This is an optimization exercise on Yosys and OpenROAD, whose aim is small area, a short achievable clock period and few clock cycles per item, not a production implementation. Where RTL was checked, it was by simulation tests only, not by an equivalence proof against the original. Power and IR drop assume default switching activity.

==> job 1650 <==
==> flow/design.v <==
`timescale 1ns / 1ps
module rgb_pixel_brightness_blend_unit
(
    input  logic                i_clk,
    input  logic                i_rst_n,
    input  logic                i_cfg_we,
    input  logic [2:0]          i_cfg_index,
    input  logic [31:0]         i_cfg_data,
    input  logic                i_valid,
    output logic                o_stall,
    input  logic [1:0]          i_func,
    input  logic [31:0]         i_src_pixel,
    input  logic [31:0]         i_dst_pixel,
    output logic                o_valid,
    input  logic                i_stall,
    output logic [31:0]         o_out_pixel,
    output logic                o_write_enable
);
    function automatic logic [7:0] bright(input logic [7:0] x, input logic [7:0] c);
        logic [7:0] hi;
        hi = {1'b0, c[7:1]} + {1'b0, x[6:0]} + {7'd0, ~x[7]};
        if (hi[7] == x[7]) bright = {8{x[7]}};
        else               bright = {hi[6:0], c[0]};
    endfunction
    function automatic logic [7:0] blend(input logic [7:0] d, input logic [7:0] s,
                                         input logic [7:0] t);
        logic [15:0] p;
        p = '0;
        for (int i = 0; i < 8; i++) p = p + (16'(t[i] ? s : d) << i);
        blend = p[15:8];
    endfunction
    function automatic logic [31:0] csa(input logic [15:0] a, input logic [15:0] b,
                                        input logic [15:0] c);
        csa = {a ^ b ^ c, ((a & b) | (a & c) | (b & c)) << 1};
    endfunction
    function automatic logic [16:0] blend_cs(input logic [7:0] d, input logic [7:0] s,
                                             input logic [7:0] t);
        logic [7:0][15:0] r;
        logic [31:0] x1, x2, x3, x4, x5, x6;
        logic [8:0]  lo;
        for (int i = 0; i < 8; i++) r[i] = 16'(t[i] ? s : d) << i;
        x1 = csa(r[0], r[1], r[2]);
        x2 = csa(r[3], r[4], r[5]);
        x3 = csa(x1[31:16], x1[15:0], x2[31:16]);
        x4 = csa(x2[15:0], r[6], r[7]);
        x5 = csa(x3[31:16], x3[15:0], x4[31:16]);
        x6 = csa(x5[31:16], x5[15:0], x4[15:0]);
        lo = {1'b0, x6[23:16]} + {1'b0, x6[7:0]};
        blend_cs = {lo[8], x6[31:24], x6[15:8]};
    endfunction
    function automatic logic [7:0] get_ch(input logic [31:0] pix, input logic [4:0] pos);
        logic [22:0] a;
        logic [14:0] b;
        logic [10:0] c;
        logic [8:0]  d;
        a = pos[4] ? {7'd0, pix[31:16]} : pix[22:0];
        b = pos[3] ? a[22:8] : a[14:0];
        c = pos[2] ? b[14:4] : b[10:0];
        d = pos[1] ? c[10:2] : c[8:0];
        get_ch = pos[0] ? d[8:1] : d[7:0];
    endfunction
    function automatic logic [31:0] put_ch(input logic [7:0] val, input logic [4:0] pos);
        logic [8:0]  a;
        logic [10:0] b;
        logic [14:0] c;
        logic [22:0] d;
        a = pos[0] ? {val, 1'b0} : {1'b0, val};
        b = pos[1] ? {a, 2'b0} : {2'b0, a};
        c = pos[2] ? {b, 4'b0} : {4'b0, b};
        d = pos[3] ? {c, 8'b0} : {8'b0, c};
        put_ch = pos[4] ? {d[15:0], 16'b0} : {9'b0, d};
    endfunction
    logic [2:0][4:0] r_pos;
    logic [7:0]  r_level;
    logic [31:0] r_fill;
    logic        r_sprite;
    logic        r_lv_zero;      
    logic        r_lv_full;      
    always_ff @(posedge i_clk) begin
        if (!i_rst_n) begin
            r_lv_zero <= 1'b0;
            r_lv_full <= 1'b0;
            r_pos[0] <= 5'd16;
            r_pos[1] <= 5'd8;
            r_pos[2] <= 5'd0;
            r_level  <= 8'd128;
            r_fill   <= '0;
            r_sprite <= 1'b0;
        end else if (i_cfg_we) begin
            case (i_cfg_index)
                3'd0: r_pos[0] <= i_cfg_data[4:0];
                3'd1: r_pos[1] <= i_cfg_data[4:0];
                3'd2: r_pos[2] <= i_cfg_data[4:0];
                3'd3: begin
                    r_level   <= i_cfg_data[7:0];
                    r_lv_zero <= i_cfg_data[7:0] == 8'h00;
                    r_lv_full <= i_cfg_data[7:0] == 8'hFF;
                end
                3'd4: r_fill   <= i_cfg_data;
                3'd5: r_sprite <= i_cfg_data[0];
                default: ;
            endcase
        end
    end
    logic        r_s2_valid, r_s2b_valid, r_s3_valid, r_out_valid, r_skid_valid;
    logic        r_go;           
    logic        go, push, out_load, skid_next;
    assign go       = r_go;
    assign o_stall  = r_skid_valid;
    assign push     = go && r_s3_valid;
    assign out_load = !r_out_valid || !i_stall;
    assign skid_next = r_skid_valid ? !out_load : (push && !out_load);
    always_ff @(posedge i_clk) begin
        if (!i_rst_n) begin
            r_s2_valid   <= 1'b0;
            r_s2b_valid  <= 1'b0;
            r_s3_valid   <= 1'b0;
            r_out_valid  <= 1'b0;
            r_skid_valid <= 1'b0;
            r_go         <= 1'b1;
        end else begin
            if (go) begin
                r_s2_valid <= i_valid;
                r_s2b_valid <= r_s2_valid;
                r_s3_valid  <= r_s2b_valid;
            end
            if (out_load) r_out_valid <= r_skid_valid || push;
            r_skid_valid <= skid_next;
            r_go         <= !skid_next;
        end
    end
    logic [31:0] c_pix;
    logic [2:0][7:0] n_d;
    logic [2:0][7:0] n_c;
    always_comb begin
        c_pix = (i_func == 2'd1) ? r_fill : i_src_pixel;
        for (int k = 0; k < 3; k++) begin
            n_d[k] = get_ch(i_dst_pixel, r_pos[k]);
            n_c[k] = get_ch(c_pix, r_pos[k]);
        end
    end
    logic [2:0]  r_s2_bri;       
    logic [2:0]  r_s2_paste;     
    logic        r_s2_mix;       
    logic        r_s2_key;       
    logic [31:0] r_s2_dst;
    logic [2:0][7:0] r_s2_d;
    logic [2:0][7:0] r_s2_c;
    always_ff @(posedge i_clk) begin
        if (go) begin
            r_s2_bri   <= {i_func[0] ~^ i_func[1], i_func[0] ^ i_func[1], i_func[0] ~^ i_func[1]};
            r_s2_paste <= {i_func[0] & i_func[1], !(i_func[0] & i_func[1]), i_func[0] & i_func[1]};
            r_s2_mix   <= i_func[0] ^ i_func[1];
            r_s2_key   <= i_func == 2'd2 && r_sprite;
            r_s2_dst   <= i_dst_pixel;
            r_s2_d     <= n_d;
            r_s2_c     <= n_c;
        end
    end
    logic        bri_k, paste_k, black, n_pass;
    logic [16:0] cs;
    logic [2:0][7:0] n_hi, n_lo;
    logic [2:0]  n_cin;
    always_comb begin
        black  = (r_s2_c[0] == '0) && (r_s2_c[1] == '0) && (r_s2_c[2] == '0);
        n_pass = r_s2_mix && (r_lv_zero || (r_s2_key && black));
        for (int k = 0; k < 3; k++) begin
            bri_k   = (k == 1) ? !r_s2_bri[k] : r_s2_bri[k];
            paste_k = (k == 1) ? !r_s2_paste[k] : r_s2_paste[k];
            cs = blend_cs(r_s2_d[k], r_s2_c[k], r_level);
            n_cin[k] = 1'b0;
            if (n_pass) begin
                n_hi[k] = r_s2_dst[8*k +: 8];
                n_lo[k] = r_s2_dst[31:24];
            end else if (bri_k) begin
                n_hi[k] = paste_k ? bright(r_level, r_s2_c[k]) : r_level;
                n_lo[k] = r_s2_d[k];
            end else if (r_lv_full) begin
                n_hi[k] = r_s2_c[k];
                n_lo[k] = '0;
            end else begin
                n_hi[k]  = cs[15:8];
                n_lo[k]  = cs[7:0];
                n_cin[k] = cs[16];
            end
        end
    end
    logic [2:0]  r_s2b_bri;      
    logic        r_s2b_pass;
    logic [2:0][7:0] r_s2b_hi, r_s2b_lo;
    logic [2:0]  r_s2b_cin;
    always_ff @(posedge i_clk) begin
        if (go) begin
            r_s2b_bri  <= r_s2_bri;
            r_s2b_pass <= n_pass;
            r_s2b_hi   <= n_hi;
            r_s2b_lo   <= n_lo;
            r_s2b_cin  <= n_cin;
        end
    end
    logic [2:0][7:0] n_v;
    logic        bri2_k;
    always_comb begin
        for (int k = 0; k < 3; k++) begin
            bri2_k = (k == 1) ? !r_s2b_bri[k] : r_s2b_bri[k];
            if (r_s2b_pass)
                n_v[k] = r_s2b_hi[k];
            else if (bri2_k)
                n_v[k] = bright(r_s2b_hi[k], r_s2b_lo[k]);
            else
                n_v[k] = r_s2b_hi[k] + r_s2b_lo[k] + 8'(r_s2b_cin[k]);
        end
    end
    logic        r_s3_pass;
    logic [7:0]  r_s3_hi;
    logic [2:0][7:0] r_s3_v;
    always_ff @(posedge i_clk) begin
        if (go) begin
            r_s3_pass <= r_s2b_pass;
            r_s3_hi   <= r_s2b_lo[0];
            r_s3_v    <= n_v;
        end
    end
    logic [31:0] n_pixel;
    always_comb begin
        n_pixel = '0;
        for (int k = 0; k < 3; k++) n_pixel |= put_ch(r_s3_v[k], r_pos[k]);
        if (r_s3_pass) n_pixel = {r_s3_hi, r_s3_v};
    end
    logic [31:0] r_out_pixel, r_skid_pixel;
    logic        r_out_we, r_skid_we;
    always_ff @(posedge i_clk) begin
        if (go) begin
            r_skid_pixel <= n_pixel;
            r_skid_we    <= !r_s3_pass;
        end
        if (out_load) begin
            r_out_pixel <= go ? n_pixel : r_skid_pixel;
            r_out_we    <= go ? !r_s3_pass : r_skid_we;
        end
    end
    assign o_valid        = r_out_valid;
    assign o_out_pixel    = r_out_pixel;
    assign o_write_enable = r_out_we;
endmodule
==> flow/flow/run.sh <==
#!/bin/bash
# Standard layout, with changes to how it is made (settings in flow/params.txt,
# one make variable per line, passed to the ORFS make command):
# - BUFFER_PORTS_ARGS: the port buffers that buffer_ports puts on every input
#   and output are buf_1 cells (which repair may resize).
set -euo pipefail
cp standard.sh standard_copy.log
mapfile -t PARAMS < flow/params.txt
bash standard.sh "${PARAMS[@]}" finish > flow_orfs.log 2>&1
==> flow/flow/params.txt <==
SETUP_SLACK_MARGIN=6.5
BUFFER_PORTS_ARGS=-buffer_cell sky130_fd_sc_hd__buf_1
==> flow/standard.sh <==
#!/bin/bash
# synth_recipe.tcl (not shown) runs the flow's synth.tcl, then flattens the netlist and writes it again
# the make line also repeats each setting of config.mk as NAME=value (left out here)
make -C /OpenROAD-flow-scripts/flow DESIGN_CONFIG=/design/flow/config.mk WORK_HOME=/design/flow/orfs CLKGATE_MAP_FILE= SYNTH_SCRIPT=/design/flow/synth_recipe.tcl "${@:-finish}"
==> flow/config.mk <==
export PLATFORM = sky130hd
export DESIGN_NAME = rgb_pixel_brightness_blend_unit
export DESIGN_NICKNAME = rgb_pixel_brightness_blend_unit
export VERILOG_FILES = /design/flow/design.v
export SDC_FILE = /design/flow/constraint.sdc
export NUM_CORES = 4
export LEC_CHECK = 0
export CAP_MARGIN = 20
export CORE_MARGIN = 2
export CORE_UTILIZATION = 40
export SLEW_MARGIN = 20
==> flow/constraint.sdc <==
create_clock -name core_clock -period 11.0 [get_ports {i_clk}]
set_input_delay 2.2000 -clock core_clock [delete_from_list [all_inputs] [get_ports {i_clk}]]
set_output_delay 2.2000 -clock core_clock [all_outputs]
set_load 0.01 [all_outputs]
==> inputs of job 4843, as changes to job 1650 <==
==> flow/design.v, changed modules only <==
module rgb_pixel_brightness_blend_unit
(
    input  logic                i_clk,
    input  logic                i_rst_n,
    input  logic                i_cfg_we,
    input  logic [2:0]          i_cfg_index,
    input  logic [31:0]         i_cfg_data,
    input  logic                i_valid,
    output logic                o_stall,
    input  logic [1:0]          i_func,
    input  logic [31:0]         i_src_pixel,
    input  logic [31:0]         i_dst_pixel,
    output logic                o_valid,
    input  logic                i_stall,
    output logic [31:0]         o_out_pixel,
    output logic                o_write_enable
);
    function automatic logic [7:0] bright(input logic [7:0] x, input logic [7:0] c);
        logic [7:0] hi;
        hi = {1'b0, c[7:1]} + {1'b0, x[6:0]} + {7'd0, ~x[7]};
        if (hi[7] == x[7]) bright = {8{x[7]}};
        else               bright = {hi[6:0], c[0]};
    endfunction
    function automatic logic [7:0] blend(input logic [7:0] d, input logic [7:0] s,
                                         input logic [7:0] t);
        logic [15:0] p;
        p = '0;
        for (int i = 0; i < 8; i++) p = p + (16'(t[i] ? s : d) << i);
        blend = p[15:8];
    endfunction
    function automatic logic [31:0] csa(input logic [15:0] a, input logic [15:0] b,
                                        input logic [15:0] c);
        csa = {a ^ b ^ c, ((a & b) | (a & c) | (b & c)) << 1};
    endfunction
    function automatic logic [16:0] blend_cs(input logic [7:0] d, input logic [7:0] s,
                                             input logic [7:0] t);
        logic [7:0][15:0] r;
        logic [31:0] x1, x2, x3, x4, x5, x6;
        logic [8:0]  lo;
        for (int i = 0; i < 8; i++) r[i] = 16'(t[i] ? s : d) << i;
        x1 = csa(r[0], r[1], r[2]);
        x2 = csa(r[3], r[4], r[5]);
        x3 = csa(x1[31:16], x1[15:0], x2[31:16]);
        x4 = csa(x2[15:0], r[6], r[7]);
        x5 = csa(x3[31:16], x3[15:0], x4[31:16]);
        x6 = csa(x5[31:16], x5[15:0], x4[15:0]);
        lo = {1'b0, x6[23:16]} + {1'b0, x6[7:0]};
        blend_cs = {lo[8], x6[31:24], x6[15:8]};
    endfunction
    function automatic logic [7:0] get_ch(input logic [31:0] pix, input logic [4:0] pos);
        logic [22:0] a;
        logic [14:0] b;
        logic [10:0] c;
        logic [8:0]  d;
        a = pos[4] ? {7'd0, pix[31:16]} : pix[22:0];
        b = pos[3] ? a[22:8] : a[14:0];
        c = pos[2] ? b[14:4] : b[10:0];
        d = pos[1] ? c[10:2] : c[8:0];
        get_ch = pos[0] ? d[8:1] : d[7:0];
    endfunction
    function automatic logic [31:0] put_ch(input logic [7:0] val, input logic [4:0] pos);
        logic [8:0]  a;
        logic [10:0] b;
        logic [14:0] c;
        logic [22:0] d;
        a = pos[0] ? {val, 1'b0} : {1'b0, val};
        b = pos[1] ? {a, 2'b0} : {2'b0, a};
        c = pos[2] ? {b, 4'b0} : {4'b0, b};
        d = pos[3] ? {c, 8'b0} : {8'b0, c};
        put_ch = pos[4] ? {d[15:0], 16'b0} : {9'b0, d};
    endfunction
    logic [2:0][4:0] r_pos;
    logic [7:0]  r_level;
    logic [31:0] r_fill;
    logic        r_sprite;
    logic        r_lv_zero;      
    logic        r_lv_full;      
    always_ff @(posedge i_clk) begin
        if (!i_rst_n) begin
            r_lv_zero <= 1'b0;
            r_lv_full <= 1'b0;
            r_pos[0] <= 5'd16;
            r_pos[1] <= 5'd8;
            r_pos[2] <= 5'd0;
            r_level  <= 8'd128;
            r_fill   <= '0;
            r_sprite <= 1'b0;
        end else if (i_cfg_we) begin
            case (i_cfg_index)
                3'd0: r_pos[0] <= i_cfg_data[4:0];
                3'd1: r_pos[1] <= i_cfg_data[4:0];
                3'd2: r_pos[2] <= i_cfg_data[4:0];
                3'd3: begin
                    r_level   <= i_cfg_data[7:0];
                    r_lv_zero <= i_cfg_data[7:0] == 8'h00;
                    r_lv_full <= i_cfg_data[7:0] == 8'hFF;
                end
                3'd4: r_fill   <= i_cfg_data;
                3'd5: r_sprite <= i_cfg_data[0];
                default: ;
            endcase
        end
    end
    logic        r_s2_valid, r_s2b_valid, r_s3_valid, r_out_valid, r_skid_valid;
    logic        go, push, out_load;
    assign go       = !r_skid_valid;
    assign o_stall  = r_skid_valid;
    assign push     = go && r_s3_valid;
    assign out_load = !r_out_valid || !i_stall;
    always_ff @(posedge i_clk) begin
        if (!i_rst_n) begin
            r_s2_valid   <= 1'b0;
            r_s2b_valid  <= 1'b0;
            r_s3_valid   <= 1'b0;
            r_out_valid  <= 1'b0;
            r_skid_valid <= 1'b0;
        end else begin
            if (go) begin
                r_s2_valid <= i_valid;
                r_s2b_valid <= r_s2_valid;
                r_s3_valid  <= r_s2b_valid;
            end
            if (out_load) r_out_valid <= r_skid_valid || push;
            r_skid_valid <= r_skid_valid ? !out_load : (push && !out_load);
        end
    end
    logic [31:0] c_pix, ch_mask;
    logic [2:0][7:0] n_d;
    logic [2:0][7:0] n_c;
    logic        n_mix, n_key, n_black, n_pass;
    always_comb begin
        c_pix = (i_func == 2'd1) ? r_fill : i_src_pixel;
        ch_mask = '0;
        for (int k = 0; k < 3; k++) begin
            n_d[k] = get_ch(i_dst_pixel, r_pos[k]);
            n_c[k] = get_ch(c_pix, r_pos[k]);
            ch_mask |= put_ch(8'hFF, r_pos[k]);
        end
        n_mix   = i_func[0] ^ i_func[1];
        n_key   = i_func == 2'd2 && r_sprite;
        n_black = (i_src_pixel & ch_mask) == '0;
        n_pass  = n_mix && (r_lv_zero || (n_key && n_black));
    end
    logic [2:0]  r_s2_bri;       
    logic [2:0]  r_s2_paste;     
    logic        r_s2_pass;
    logic [2:0][7:0] r_s2_d;     
    logic [2:0][7:0] r_s2_c;     
    always_ff @(posedge i_clk) begin
        if (go) begin
            r_s2_bri   <= {i_func[0] ~^ i_func[1], i_func[0] ^ i_func[1], i_func[0] ~^ i_func[1]};
            r_s2_paste <= {i_func[0] & i_func[1], !(i_func[0] & i_func[1]), i_func[0] & i_func[1]};
            r_s2_pass  <= n_pass;
            r_s2_d     <= n_pass ? i_dst_pixel[23:0] : n_d;
            r_s2_c     <= {n_c[2:1], n_pass ? i_dst_pixel[31:24] : n_c[0]};
        end
    end
    logic        bri_k, paste_k;
    logic [16:0] cs;
    logic [2:0][7:0] n_hi, n_lo;
    logic [2:0]  n_cin;
    always_comb begin
        for (int k = 0; k < 3; k++) begin
            bri_k   = (k == 1) ? !r_s2_bri[k] : r_s2_bri[k];
            paste_k = (k == 1) ? !r_s2_paste[k] : r_s2_paste[k];
            cs = blend_cs(r_s2_d[k], r_s2_c[k], r_level);
            n_cin[k] = 1'b0;
            if (r_s2_pass) begin
                n_hi[k] = r_s2_d[k];
                n_lo[k] = r_s2_c[k];
            end else if (bri_k) begin
                n_hi[k] = paste_k ? bright(r_level, r_s2_c[k]) : r_level;
                n_lo[k] = r_s2_d[k];
            end else if (r_lv_full) begin
                n_hi[k] = r_s2_c[k];
                n_lo[k] = '0;
            end else begin
                n_hi[k]  = cs[15:8];
                n_lo[k]  = cs[7:0];
                n_cin[k] = cs[16];
            end
        end
    end
    logic [2:0]  r_s2b_bri;      
    logic        r_s2b_pass;
    logic [2:0][7:0] r_s2b_hi, r_s2b_lo;
    logic [2:0]  r_s2b_cin;
    always_ff @(posedge i_clk) begin
        if (go) begin
            r_s2b_bri  <= r_s2_bri;
            r_s2b_pass <= r_s2_pass;
            r_s2b_hi   <= n_hi;
            r_s2b_lo   <= n_lo;
            r_s2b_cin  <= n_cin;
        end
    end
    logic [2:0][7:0] n_v;
    logic        bri2_k;
    always_comb begin
        for (int k = 0; k < 3; k++) begin
            bri2_k = (k == 1) ? !r_s2b_bri[k] : r_s2b_bri[k];
            if (r_s2b_pass)
                n_v[k] = r_s2b_hi[k];
            else if (bri2_k)
                n_v[k] = bright(r_s2b_hi[k], r_s2b_lo[k]);
            else
                n_v[k] = r_s2b_hi[k] + r_s2b_lo[k] + 8'(r_s2b_cin[k]);
        end
    end
    logic        r_s3_pass;
    logic [7:0]  r_s3_hi;
    logic [2:0][7:0] r_s3_v;
    always_ff @(posedge i_clk) begin
        if (go) begin
            r_s3_pass <= r_s2b_pass;
            r_s3_hi   <= r_s2b_lo[0];
            r_s3_v    <= n_v;
        end
    end
    logic [31:0] n_pixel;
    always_comb begin
        n_pixel = '0;
        for (int k = 0; k < 3; k++) n_pixel |= put_ch(r_s3_v[k], r_pos[k]);
        if (r_s3_pass) n_pixel = {r_s3_hi, r_s3_v};
    end
    logic [31:0] r_out_pixel, r_skid_pixel;
    logic        r_out_we, r_skid_we;
    always_ff @(posedge i_clk) begin
        if (!r_skid_valid) begin
            r_skid_pixel <= n_pixel;
            r_skid_we    <= !r_s3_pass;
        end
        if (out_load) begin
            r_out_pixel <= r_skid_valid ? r_skid_pixel : n_pixel;
            r_out_we    <= r_skid_valid ? r_skid_we : !r_s3_pass;
        end
    end
    assign o_valid        = r_out_valid;
    assign o_out_pixel    = r_out_pixel;
    assign o_write_enable = r_out_we;
endmodule
==> flow/flow/run.sh (replaced) <==
#!/bin/bash
# Standard layout, with timing repair aiming below the clock period: the
# repair steps try to leave MARGIN ns of setup slack at the design's period.
set -euo pipefail
MARGIN=$(cat flow/margin.txt)
cp standard.sh standard_copy.log
bash standard.sh SETUP_SLACK_MARGIN=$MARGIN finish > flow_orfs.log 2>&1
==> flow/flow/margin.txt (new file) <==
7
removed: flow/flow/params.txt
==> metrics.md <==
| Metric | Value |
|---|---|
| Clock period minus final worst setup slack | between 4 and 5 ns |
| Clock net power | 1.18 mW |
| Status | no timing/DRC/antenna violations |
| Hold Startpoint | r_skid_pixel[11] |
| Number of clock sinks seen by CTS | ~270 |
| Top library cells by usage in the layout, fill and taps aside | 317 x sky130_fd_sc_hd__nand2_1, 298 x sky130_fd_sc_hd__mux2i_1, 212 x sky130_fd_sc_hd__o21ai_0 |
| Worst reg-to-reg setup slack | ~6.6 ns |
| Pre-CTS setup slack | 5.07 ns |
| Number of inverters outside the clock class in the layout | slightly below 200 |
| Violation count after the first detailed-routing iteration | between 2000 and 3000 |
| DP Wirelength | between 60 and 70 mm |
| Effective utilization at floorplan | 0.403 |
| Resized cells post-CTS | 87 |
| Wire length after detailed routing | around 100 mm |
| Switching power as a share of total power | 0.400 |
| Nets | 3337 |
[end of results for job 4843]
==> metrics.md <==
| Metric | Value |
|---|---|
| Clock net power | 1.28 mW |
| Wire length after detailed routing | about 94 mm |
| Status | no timing/DRC/antenna violations |
| Worst reg-to-reg setup slack | between 6 and 7 ns |
| Violation count after the first detailed-routing iteration | 2397 |
| Top library cells by usage in the layout, fill and taps aside | 281 x sky130_fd_sc_hd__mux2i_1, 270 x sky130_fd_sc_hd__nand2_1, 205 x sky130_fd_sc_hd__edfxtp_1 |
| Switching power as a share of total power | 0.406 |
| Effective utilization at floorplan | 0.402 |
| Hold Startpoint | r_level[7] |
| Clock period minus final worst setup slack | between 4 and 5 ns |
| Nets | between 3000 and 4000 |
| Pre-CTS setup slack | between 5 and 6 ns |
[end of results for job 1650]
Testbench counts of job 1650, summed over its fixed seeds: cycles 16,640, items 16,384.
For job 4843, only the layout was checked, not whether the RTL still works.

-- separate check: timing with driven ports --
How much do the figures lean on ideal ports? The routed layouts below were timed once more, with nothing changed but the port constraints.
Step 1 assumes that a clkbuf_16 drives the clock port and a buf_2 every other input.
Step 2 also shifts input and output timing later by t, the mid clock arrival at the registers, as if the neighbouring blocks saw the same clock.
a / b / c = ideal / step 1 / step 2; a / b = the first two.
run | shift t [ns] | setup slack, ns | worst setup path at the end | worst slew at a driven data input, ns
job 1650 | 0.613 | 6.610 / 6.610 / 6.163 | input to register | 0.11
job 4843 | 0.603 | 6.469 / 6.482 / 5.879 | input to register | 0.09
After both steps every run listed still meets setup and hold. The setup slack of job 4843, which loses most, moves by +0.013 ns with the drivers and by -0.590 ns with both steps.
